Background: an optimization exercise with open tools, aiming at small area. Do not read the settings as production practice.
Function was checked by simulation only, so behaviour that the tests miss may differ from the original.
No activity file was given, so power comes from the tool's default toggle rates.

$ cat flow/run.sh
#!/bin/bash
# synth_recipe.tcl (not shown) runs the flow's synth.tcl, then flattens the netlist and writes it again
# the make line also repeats each setting of config.mk as NAME=value (left out here)
make -C /OpenROAD-flow-scripts/flow DESIGN_CONFIG=/design/flow/config.mk WORK_HOME=/design/flow/orfs CLKGATE_MAP_FILE= SYNTH_SCRIPT=/design/flow/synth_recipe.tcl finish
$ cat flow/constraint.sdc
create_clock -name core_clock -period 5.5 [get_ports {clk}]
set_input_delay 1.1000 -clock core_clock [delete_from_list [all_inputs] [get_ports {clk}]]
set_output_delay 1.1000 -clock core_clock [all_outputs]
set_load 0.01 [all_outputs]
$ cat flow/design.v
module grahzm_core #(
   parameter int WIDTH = 8,
   parameter int RAM_DEPTH = 256,
   parameter int PC_WIDTH = 8
) (
   input  logic                clk,
   input  logic                rst,
   output logic [PC_WIDTH-1:0] prog_addr,
   input  logic [7:0]          prog_data,
   input  logic [WIDTH-1:0]    in_data,
   input  logic                in_valid,
   output logic                in_ready,
   output logic [WIDTH-1:0]    out_data,
   output logic                out_valid,
   input  logic                out_ready,
   output logic                stall
);
   localparam int AW = RAM_DEPTH > 1 ? $clog2(RAM_DEPTH) : 1;
   logic [PC_WIDTH-1:0] pc_q, pc_d;
   logic [WIDTH-1:0] r0_q, r1_q, r2_q, r3_q, r4_q, r5_q;
   logic [WIDTH-1:0] r0_d, r1_d, r2_d, r3_d, r4_d, r5_d;
   logic [WIDTH-1:0] out_data_q, out_data_d;
   logic out_valid_q, out_valid_d;
   logic [WIDTH-1:0] ram [RAM_DEPTH];
   logic [1:0] cls;
   logic [2:0] src, dst, op;
   logic is_copy, need_in, need_out, blocked, go, ram_we, zero, neg, base, taken;
   logic [WIDTH-1:0] src_val, reg_val, alu;
   logic [AW-1:0] ram_addr;
   assign cls = prog_data[7:6];
   assign src = prog_data[5:3];
   assign dst = prog_data[2:0];
   assign op = prog_data[2:0];
   assign ram_addr = r4_q[AW-1:0];
   always_comb begin
      case (src)
         3'd0: reg_val = r0_q;
         3'd1: reg_val = r1_q;
         3'd2: reg_val = r2_q;
         3'd3: reg_val = r3_q;
         3'd4: reg_val = r4_q;
         default: reg_val = r5_q;
      endcase
   end
   always_comb begin
      is_copy = cls == 2'b10;
      need_in = is_copy && src == 3'd7;
      need_out = is_copy && dst == 3'd7;
      blocked = (need_in && !in_valid) || (need_out && out_valid_q && !out_ready);
      go = !rst && !blocked;
      ram_we = go && is_copy && dst == 3'd6;
      src_val = src == 3'd7 ? in_data : src == 3'd6 ? ram[ram_addr] : reg_val;
   end
   always_comb begin
      alu = '0;
      case (op)
         3'd0: alu = r1_q | r2_q;
         3'd1: alu = ~(r1_q & r2_q);
         3'd2: alu = ~(r1_q | r2_q);
         3'd3: alu = r1_q & r2_q;
         3'd4: alu = r1_q + r2_q;
         3'd5: alu = r1_q - r2_q;
         3'd6: alu = r1_q ^ r2_q;
         default: alu = r1_q << 1;
      endcase
   end
   always_comb begin
      zero = r3_q == '0;
      neg = r3_q[WIDTH-1];
      base = op[1:0] == 2'd0 ? 1'b0 : op[1:0] == 2'd1 ? zero : op[1:0] == 2'd2 ? neg : zero | neg;
      taken = base ^ op[2];
   end
   always_comb begin
      pc_d = pc_q;
      r0_d = r0_q;
      r1_d = r1_q;
      r2_d = r2_q;
      r3_d = r3_q;
      r4_d = r4_q;
      r5_d = r5_q;
      out_data_d = out_data_q;
      out_valid_d = out_valid_q && !out_ready;
      if (go) begin
         pc_d = (cls == 2'b11 && taken) ? PC_WIDTH'(r0_q) : pc_q + 1'b1;
         if (cls == 2'b00) r0_d = WIDTH'(prog_data[5:0]);
         if (cls == 2'b01) r3_d = alu;
         if (is_copy) begin
            case (dst)
               3'd0: r0_d = src_val;
               3'd1: r1_d = src_val;
               3'd2: r2_d = src_val;
               3'd3: r3_d = src_val;
               3'd4: r4_d = src_val;
               3'd5: r5_d = src_val;
               default: ;
            endcase
         end
         if (need_out) begin
            out_data_d = src_val;
            out_valid_d = 1'b1;
         end
      end
   end
   assign prog_addr = rst ? '0 : pc_q;
   assign stall = !rst && blocked;
   assign in_ready = !rst && need_in && !blocked;
   assign out_data = out_data_q;
   assign out_valid = out_valid_q;
   always_ff @(posedge clk) begin
      if (rst) begin
         pc_q <= '0;
         r0_q <= '0;
         r1_q <= '0;
         r2_q <= '0;
         r3_q <= '0;
         r4_q <= '0;
         r5_q <= '0;
         out_data_q <= '0;
         out_valid_q <= 1'b0;
      end else begin
         pc_q <= pc_d;
         r0_q <= r0_d;
         r1_q <= r1_d;
         r2_q <= r2_d;
         r3_q <= r3_d;
         r4_q <= r4_d;
         r5_q <= r5_d;
         out_data_q <= out_data_d;
         out_valid_q <= out_valid_d;
      end
   end
   always_ff @(posedge clk) begin
      if (ram_we) ram[ram_addr] <= src_val;
   end
endmodule
$ cat flow/config.mk
export PLATFORM = sky130hd
export DESIGN_NAME = grahzm_core
export DESIGN_NICKNAME = grahzm_core
export VERILOG_FILES = /design/flow/design.v
export SDC_FILE = /design/flow/constraint.sdc
export NUM_CORES = 4
export LEC_CHECK = 0
export CAP_MARGIN = 20
export CORE_MARGIN = 2
export CORE_UTILIZATION = 40
export SLEW_MARGIN = 20
==> run summary <==
crit-path max cell delay 810 ps; slowest CP cell dfxtp_4; post-cts hold buffer count 0; crit path DAT 5610 ps; CTS Buf Count 202; status timing/DRC/antenna clean; critical path cell sequence nand2b_1 > o22ai_1 > nor3_1 > or4_1 > o32ai_1 > buf_4 > o31a_1 > or2_1 > inv_8 > buf_12; clock sink count 2121; Avg Inst Size Synth 19.75 µm²; final cycle utilization of the critical path 92.13%; DR vias/cell 5.768; Top reg by flops ram; Setup-failing EPs final 0; Worst VDD drop 289.0 µV; largest cells by area after synthesis edfxtp_1 (73%), mux4_2 (13%), dfxtp_1 (1.7%); Synth Net Count 4327; yosys warns 1; GR Util All Layers 20.59%; CTS Root Cell clkbuf_16; cell total after placement 7338; Critical Path RT 6040 ps; Routed WL 223.6 mm; Seq/Total Area, Yosys 74.48%; EDFF count, synth 2048; synthesis-stage register bit count 2121; PD cells 331.8 nW/µm²; worst-skew pair later-pin latency 860 ps; Max-slew headroom 26.94%; commonest cells in the netlist edfxtp_1 (2048), mux4_2 (490), nor2_1 (355); full die area 215000 µm²; Worst-Margin Slew 1096 ps; post-CTS setup buffers 0; Detail Route Antenna Nets 0; hold violation total from the final report 0; RePlAce Congestion 0.9028; Die Y 463.7 µm; final period demand of the worst path 5067 ps; Fin Setup TNS 0 ps; share of layout cells above drive strength 1 26.68%; FF-to-FF path depth 10; drt first-iter violations 5307; DRC Markers 0; first-pass GRT wire length 322.8 mm; Vias 44457; hpwl dp 143.3 mm; asr flop ratio synth 0%; area share of the largest cell type after synthesis 72.75%; largest net degree at the start of global routing 172; Synth cell types 92; Hold Path Cell Cnt 2; area growth from synthesis to layout 14.99%; fin cells 7708; overall power 32250 µW; Clock transition at path regs 70 ps; PortBufs 38; post-cts sizing count 0; pins over their slew limit 0; I/O Pins 39; core area 209800 µm²; count leader, synth edfxtp_1; post-synth top area cell edfxtp_1; worst hold path type flip-flop to flip-flop; max FFs per register 2048; Final nets 4783; Worst Setup Start Kind flip-flop; vias in the first global route 44125; TritonCTS clock tree built; grt total ovfl 0; f_max 197.3 MHz; synthesized cell area 84530 µm²; drt wl/cell 29.00 µm; FP Rows 168; H-tree depth 4; initial antenna violation count 7; Worst setup EP type flip-flop; Clock Skew 32.80 ps; CP max FO 103; Initial Utilization 40.29%; Main synth FF type edfxtp_1; Initial DRT Pass Iterations 8; max_cap viols 0; Synth Instances 4281; RSZ-0062 raised after global routing false; Clock Path Buffers 3; Die Width 463.7 µm; leakage 0.03001 µW; crit path kind flip-flop to flip-flop
## per-layer routing
layer,track usage (%),vias to the layer above,wire length (µm)
met5,0,-,24
met4,5.982,4,6130
met3,3.710,313,17220
li1,-,18546,-
met1,30.21,23695,96860
met2,31.51,1899,103300
## worst paths after layout
path                           end  slack [ps]                  from
max          ram[206][2]$_DFFE_PP_         430             flip-flop
min           r5_q[1]$_SDFFE_PP0P_         460  r5_q[1]$_SDFFE_PP0P_
max reg2reg  ram[206][2]$_DFFE_PP_         430             flip-flop
min reg2reg   r5_q[1]$_SDFFE_PP0P_         460  r5_q[1]$_SDFFE_PP0P_
## cell type report
cell class	count	area (µm²)
diodes	1	2.502
clock buffers	267	5489
clock inverters	102	744.5
fillers	17663	112600
inverters	32	153.9
multi-input cells	1866	19780
flip-flops and latches	2121	62980
well taps	2805	3510
repair buffers	514	4537
## per-stage QoR
stage,area (µm²),utilization [%],setup slack (ps),hold slack (ps)
after floorplan,84640,-,-1033,431.2
after global placement,90950,43.35,359.7,451.5
after detailed placement,90960,43.36,558.1,449.2
after CTS,97200,46.33,607.7,462.6
after global routing,97200,46.33,355.3,495.4
final,97200,46.33,432.8,464.4
## where the power goes
group          switching [µW]  internal (µW)
Sequential               24.2          17900
Clock                    5910           7370
Combinational             756            252
Total                    6690          25600
## worst max-delay path: cells and delay by family (launching register included)
kind	cells	cell delay [ps]
and+or+nand+nor	4	1760
AOI/OAI and AO/OA	3	1220
buffers and inverters	3	740
DFF	1	810
## placed cells by master (no fill, tap or decap), drive strengths merged, types with 13 or more instances in the layout
master and n:
mux2 15, a21oi 67, mux2i 131, a221oi 28
nand2 97, and3 13, nand2b 27, nor2 357
buf 476, mux4 493, clkbuf 267, ha 25
clkinv 77, nor2b 54, o31ai 15, dfxtp 73
clkdlybuf4s50 38, a211oi 32, nand3 47, o22ai 45
nand4 13, edfxtp 2048, o211ai 17, nor4 19
a22oi 88, a22o 29, nor3 34, o21ai 72
inv 38
## logic make-up (layout without fill, tap and decap cells)
group	Yosys count	in the layout	synth area share [%]
adder cells (fa/ha/maj)	26	26	0.3937
other	0	1	0
flip-flops	2121	2121	74.48
AND/OR/NAND/NOR	715	715	3.937
buffers and inverters	294	915	2.195
multiplexers	639	639	14.90
AO/OA/AOI/OAI	472	472	3.946
XOR/XNOR	14	14	0.1451

-- afterwards: timing with drivers on the ports --
How much do the figures lean on ideal ports? The routed layout below was timed once more, with nothing changed but the port constraints. Step 1 (the two cells are an assumption about what drives the block):
set clk [get_ports {clk}]
set_driving_cell -lib_cell sky130_fd_sc_hd__clkbuf_16 $clk
set_driving_cell -lib_cell sky130_fd_sc_hd__buf_2 [delete_from_list [all_inputs] $clk]
Step 2 also shifts input and output timing later by t, the mid clock arrival at the registers, as if the neighbouring blocks saw the same clock. Three values: no drivers, after step 1, after step 2; two values: the first two.
shift t [ns]: 0.930
setup slack, ns: 0.433 / 0.433 / 0.433
hold slack, ns: 0.464 / 0.464 / 0.464
worst setup path at the end: register to register
After both steps this run still meets setup and hold. The setup slack of this run moves by 0.000 ns with the drivers and by 0.000 ns with both steps.
